Background: an optimization exercise with open tools, aiming at small area, a short achievable clock period and few clock cycles per item. Do not read the settings as production practice.
Where RTL was checked, it was by simulation tests only, not by an equivalence proof against the original.
Power figures rest on the tool's default switching activity, not on a simulated workload.

==> flow/design.v <==
module zigzag_rle (
  input  logic       clk,
  input  logic       reset,
  input  logic [8:0] dctq,
  input  logic       dctq_valid,
  input  logic [5:0] addr,
  output logic       hold,
  output logic [5:0] rle_run,
  output logic [8:0] rle_level,
  output logic       rle_eob,
  output logic       rle_valid,
  input  logic       rle_ready,
  output logic       overflow
);
  localparam logic [383:0] ZZ =
    384'hffedefdbdf35ba77e6b74efacec95e5cf59d92bcb9e31aa371538718d51b8a9c2885a4cc1442d2660611283089408040;
  logic [8:0]  mem [0:63];      
  logic        q0_v, blk, full;
  logic [5:0]  q0_a;
  logic [7:0]  q0_hi, q0_lo;    
  logic [8:0]  q0_d;
  logic        commit, blk_end, load, ld_ok;
  logic [63:0] pend;            
  logic [63:0] pend_r;          
  logic [63:0] nz;              
  logic [5:0]  an;              
  logic        q0_vn, blk_n, full_n;
  logic        room;            
  genvar g;
  generate
    for (g = 0; g < 64; g++) begin : g_map
      assign pend_r[ZZ[6*g +: 6]] = pend[g];
      if (g == 63) begin : g_last
        assign nz[g] = full ? |mem[63] : |q0_d;
      end else begin : g_other
        assign nz[g] = |mem[ZZ[6*g +: 6]];
      end
    end
  endgenerate
  assign commit  = q0_v & ~hold;
  assign blk_end = commit & q0_hi[7] & q0_lo[7];
  assign load    = ld_ok & room & (full | blk_end);
  assign an      = hold ? q0_a : addr;
  assign q0_vn   = hold | dctq_valid;
  assign blk_n   = load ? (an != 6'd0)
                        : (hold ? pend_r[q0_a] : pend_r[addr]);
  assign full_n  = (full | blk_end) & ~load;
  always_ff @(posedge clk) begin
    for (int r = 0; r < 64; r++)
      if (commit && q0_hi[r / 8] && q0_lo[r % 8]) mem[r] <= q0_d;
    if (!hold) begin
      q0_a <= addr;
      for (int i = 0; i < 8; i++) begin
        q0_hi[i] <= addr[5:3] == 3'(i);
        q0_lo[i] <= addr[2:0] == 3'(i);
      end
      q0_d <= dctq;
    end
  end
  logic        eob_due;
  logic        sel_v;           
  logic [7:0]  sel_g, sel_l;    
  logic [7:0]  grp, gfirst, lfirst, glow;
  logic [63:0] lower;           
  always_comb begin
    for (int j = 0; j < 8; j++)
      grp[j] = |pend[8*j +: 8];
    for (int j = 0; j < 8; j++) begin
      glow[j] = 1'b0;
      for (int m = 0; m < j; m++)
        glow[j] = glow[j] | grp[m];
      gfirst[j] = grp[j] & ~glow[j];
    end
    for (int k = 0; k < 64; k++) begin
      lower[k] = glow[k / 8];
      for (int m = 8 * (k / 8); m < k; m++)
        lower[k] = lower[k] | pend[m];
    end
    lfirst = 8'd0;
    for (int j = 0; j < 8; j++)
      for (int i = 0; i < 8; i++)
        lfirst[i] = lfirst[i] | (pend[8*j + i] & ~lower[8*j + i]);
  end
  logic       e1_v, e2_v, e1_eob, e2_eob;
  logic [5:0] e1_run, e2_run;
  logic [8:0] e1_level, e2_level;
  logic       rv;                  
  logic       s0, s1, s2, le2, le3, deq;
  assign deq = rle_valid & rle_ready;
  assign s0  = ~sel_v & ~rv;
  assign s1  = sel_v ^ rv;
  assign s2  = sel_v & rv;
  assign le2 = (s0 & ~e2_v) | (s1 & ~e1_v) | (s2 & ~rle_valid);
  assign le3 = s0 | (s1 & ~e2_v) | (s2 & ~e1_v);
  assign room = deq ? le3 : le2;
  logic       slot_empty, eob_now;
  assign slot_empty = ~|sel_g;
  assign eob_now    = sel_v & slot_empty & eob_due;
  always_ff @(posedge clk) begin
    if (reset) begin
      q0_v     <= 1'b0;
      blk      <= 1'b0;
      hold     <= 1'b0;
      full     <= 1'b0;
      overflow <= 1'b0;
      pend     <= 64'd0;
      ld_ok    <= 1'b0;
      eob_due  <= 1'b0;
      sel_v    <= 1'b0;
    end else begin
      if (dctq_valid && hold) overflow <= 1'b1;
      q0_v <= q0_vn;
      blk  <= blk_n;
      full <= full_n;
      hold <= q0_vn & (blk_n | full_n);
      sel_v <= room;
      pend <= (pend & (lower | {64{~room}})) |
              ({64{load}} & nz & ~64'd1);
      if (eob_now) eob_due <= 1'b0;
      if (load)    eob_due <= 1'b1;
      ld_ok <= ~load & (~eob_due | eob_now);
    end
  end
  always_ff @(posedge clk) begin
    sel_g   <= gfirst | {7'd0, load};
    sel_l   <= lfirst | {7'd0, load};
  end
  logic [8:0] rd_level, byte_lv [0:7];
  logic [5:0] rd_run, p_o, sel_k;    
  logic [8:0] r_level;
  logic [5:0] r_run;
  logic       r_eob;
  always_comb begin
    sel_k = 6'd0;
    for (int j = 0; j < 8; j++) begin
      if (sel_g[j]) sel_k[5:3] = sel_k[5:3] | 3'(j);
      if (sel_l[j]) sel_k[2:0] = sel_k[2:0] | 3'(j);
    end
    rd_level = 9'd0;
    for (int j = 0; j < 8; j++) begin
      byte_lv[j] = 9'd0;
      for (int i = 0; i < 8; i++)
        if (sel_l[i]) byte_lv[j] = byte_lv[j] | mem[ZZ[6*(8*j + i) +: 6]];
      if (sel_g[j]) rd_level = rd_level | byte_lv[j];
    end
    rd_run = slot_empty ? 6'd0 : sel_k + ~p_o;
  end
  always_ff @(posedge clk) begin
    if (reset)                     p_o <= 6'd63;
    else if (sel_v && !slot_empty) p_o <= sel_k;
    else if (eob_now)              p_o <= 6'd63;
    r_level <= rd_level;
    r_run   <= rd_run;
    r_eob   <= slot_empty;
  end
  always_ff @(posedge clk) begin
    if (reset) begin
      rv        <= 1'b0;
      rle_valid <= 1'b0;
      e1_v      <= 1'b0;
      e2_v      <= 1'b0;
    end else begin
      rv <= sel_v & (~slot_empty | eob_due);
      if (deq) begin
        rle_valid <= e1_v | rv;
        e1_v      <= e2_v | (e1_v & rv);
        e2_v      <= e2_v & rv;
      end else begin
        rle_valid <= rle_valid | rv;
        e1_v      <= e1_v | (rle_valid & rv);
        e2_v      <= e2_v | (e1_v & rv);
      end
    end
  end
  always_ff @(posedge clk) begin
    if (deq ? e1_v : !rle_valid) begin
      rle_eob   <= deq ? e1_eob   : r_eob;
      rle_run   <= deq ? e1_run   : r_run;
      rle_level <= deq ? e1_level : r_level;
    end else if (deq) begin
      rle_eob   <= r_eob;
      rle_run   <= r_run;
      rle_level <= r_level;
    end
    if (deq ? e2_v : !e1_v) begin
      e1_eob   <= deq ? e2_eob   : r_eob;
      e1_run   <= deq ? e2_run   : r_run;
      e1_level <= deq ? e2_level : r_level;
    end else if (deq) begin
      e1_eob   <= r_eob;
      e1_run   <= r_run;
      e1_level <= r_level;
    end
    if (deq || !e2_v) begin
      e2_eob   <= r_eob;
      e2_run   <= r_run;
      e2_level <= r_level;
    end
  end
endmodule
export LEC_CHECK = 0
export ABC_CLOCK_PERIOD_IN_PS = 2500
export CAP_MARGIN = 20
export CORE_MARGIN = 2
export CORE_UTILIZATION = 40
export SETUP_SLACK_MARGIN = 2.5
export SLEW_MARGIN = 20
export TNS_END_PERCENT = 10
create_clock -name core_clock -period 5.0 [get_ports {clk}]
run.sh (not shown) runs the stock make flow with config.mk's settings and CLKGATE_MAP_FILE= SYNTH_SCRIPT=/design/flow/synth_recipe.tcl, a recipe that flattens the netlist after the stock synthesis.
Testbench counts at the start, summed over its fixed seeds: cycles 26,026, blocks 384.
Edit:
--- a/flow/design.v
+++ b/flow/design.v
@@ -60,17 +60,20 @@
   logic        eob_due;
   logic        sel_v;           
   logic [7:0]  sel_g, sel_l;    
   logic [7:0]  grp, gfirst, lfirst, glow;
+  logic [7:0]  gne, gnz;        
+  logic        sel_none;        
   logic [63:0] lower;           
   always_comb begin
     for (int j = 0; j < 8; j++)
       grp[j] = |pend[8*j +: 8];
     for (int j = 0; j < 8; j++) begin
       glow[j] = 1'b0;
       for (int m = 0; m < j; m++)
-        glow[j] = glow[j] | grp[m];
+        glow[j] = glow[j] | gne[m];
       gfirst[j] = grp[j] & ~glow[j];
+      gnz[j] = |nz[8*j +: 8];
     end
     for (int k = 0; k < 64; k++) begin
       lower[k] = glow[k / 8];
       for (int m = 8 * (k / 8); m < k; m++)
@@ -94,17 +97,18 @@
   assign le3 = s0 | (s1 & ~e2_v) | (s2 & ~e1_v);
   assign room = deq ? le3 : le2;
   logic       slot_empty, eob_now;
   assign slot_empty = ~|sel_g;
-  assign eob_now    = sel_v & slot_empty & eob_due;
+  assign eob_now    = sel_v & slot_empty & sel_none & eob_due;
   always_ff @(posedge clk) begin
     if (reset) begin
       q0_v     <= 1'b0;
       blk      <= 1'b0;
       hold     <= 1'b0;
       full     <= 1'b0;
       overflow <= 1'b0;
       pend     <= 64'd0;
+      gne      <= 8'd0;
       ld_ok    <= 1'b0;
       eob_due  <= 1'b0;
       sel_v    <= 1'b0;
     end else begin
@@ -115,15 +119,17 @@
       hold <= q0_vn & (blk_n | full_n);
       sel_v <= room;
       pend <= (pend & (lower | {64{~room}})) |
               ({64{load}} & nz & ~64'd1);
+      gne  <= load ? (gnz & ~8'd0) : grp;
       if (eob_now) eob_due <= 1'b0;
       if (load)    eob_due <= 1'b1;
       ld_ok <= ~load & (~eob_due | eob_now);
     end
   end
   always_ff @(posedge clk) begin
     sel_g   <= gfirst | {7'd0, load};
+    sel_none <= ~|gne & ~load;
     sel_l   <= lfirst | {7'd0, load};
   end
   logic [8:0] rd_level, byte_lv [0:7];
   logic [5:0] rd_run, p_o, sel_k;    
@@ -159,9 +165,9 @@
       rle_valid <= 1'b0;
       e1_v      <= 1'b0;
       e2_v      <= 1'b0;
     end else begin
-      rv <= sel_v & (~slot_empty | eob_due);
+      rv <= sel_v & (~slot_empty | (eob_due & sel_none));
       if (deq) begin
         rle_valid <= e1_v | rv;
         e1_v      <= e2_v | (e1_v & rv);
         e2_v      <= e2_v & rv;
After rerunning: Worst setup slack loses 0.038 ns. Total power came out higher by 3.6%. First-iteration DRC count came out higher by 8.2%. Flip-flop and latch count came out higher by 9. Routed wire length came out higher by about 4%. Area after synthesis came out higher by about 1.6%. Non-clock buffer count came out lower by 29. Count of clock-buffer cells in the layout came out lower by 5. Maximum frequency came out lower by about 1.5%. Combinational power came out higher by 33%. Sequential share of layout area came out higher by 0.36 points.
No functional check of the RTL was part of the second run of this note.

[static timing again, ports no longer ideal]
Ports are ideal in the flow. The routed layouts listed here were re-timed in OpenROAD.
Step 1 assumes that a clkbuf_16 drives the clock port and a buf_2 every other input.
Step 2 also shifts input and output timing later by t, the mid clock arrival at the registers, as if the neighbouring blocks saw the same clock.
Three values: ideal, step 1, step 2; two values: the first two.
run	t (ns)	slack for setup (ns)	hold slack, ns	worst setup path at the end	worst register clock-pin slew, ns
the first run	0.681	2.459 / 2.434 / 1.927	0.470 / 0.470 / 0.470	input to register	0.06 / 0.06
the second run	0.702	2.421 / 2.405 / 1.857	0.396 / 0.396 / 0.396	input to register	0.07 / 0.07
After both steps every run listed still meets setup and hold. The setup slack of the second run, which loses most, moves by -0.016 ns with the drivers and by -0.564 ns with both steps.
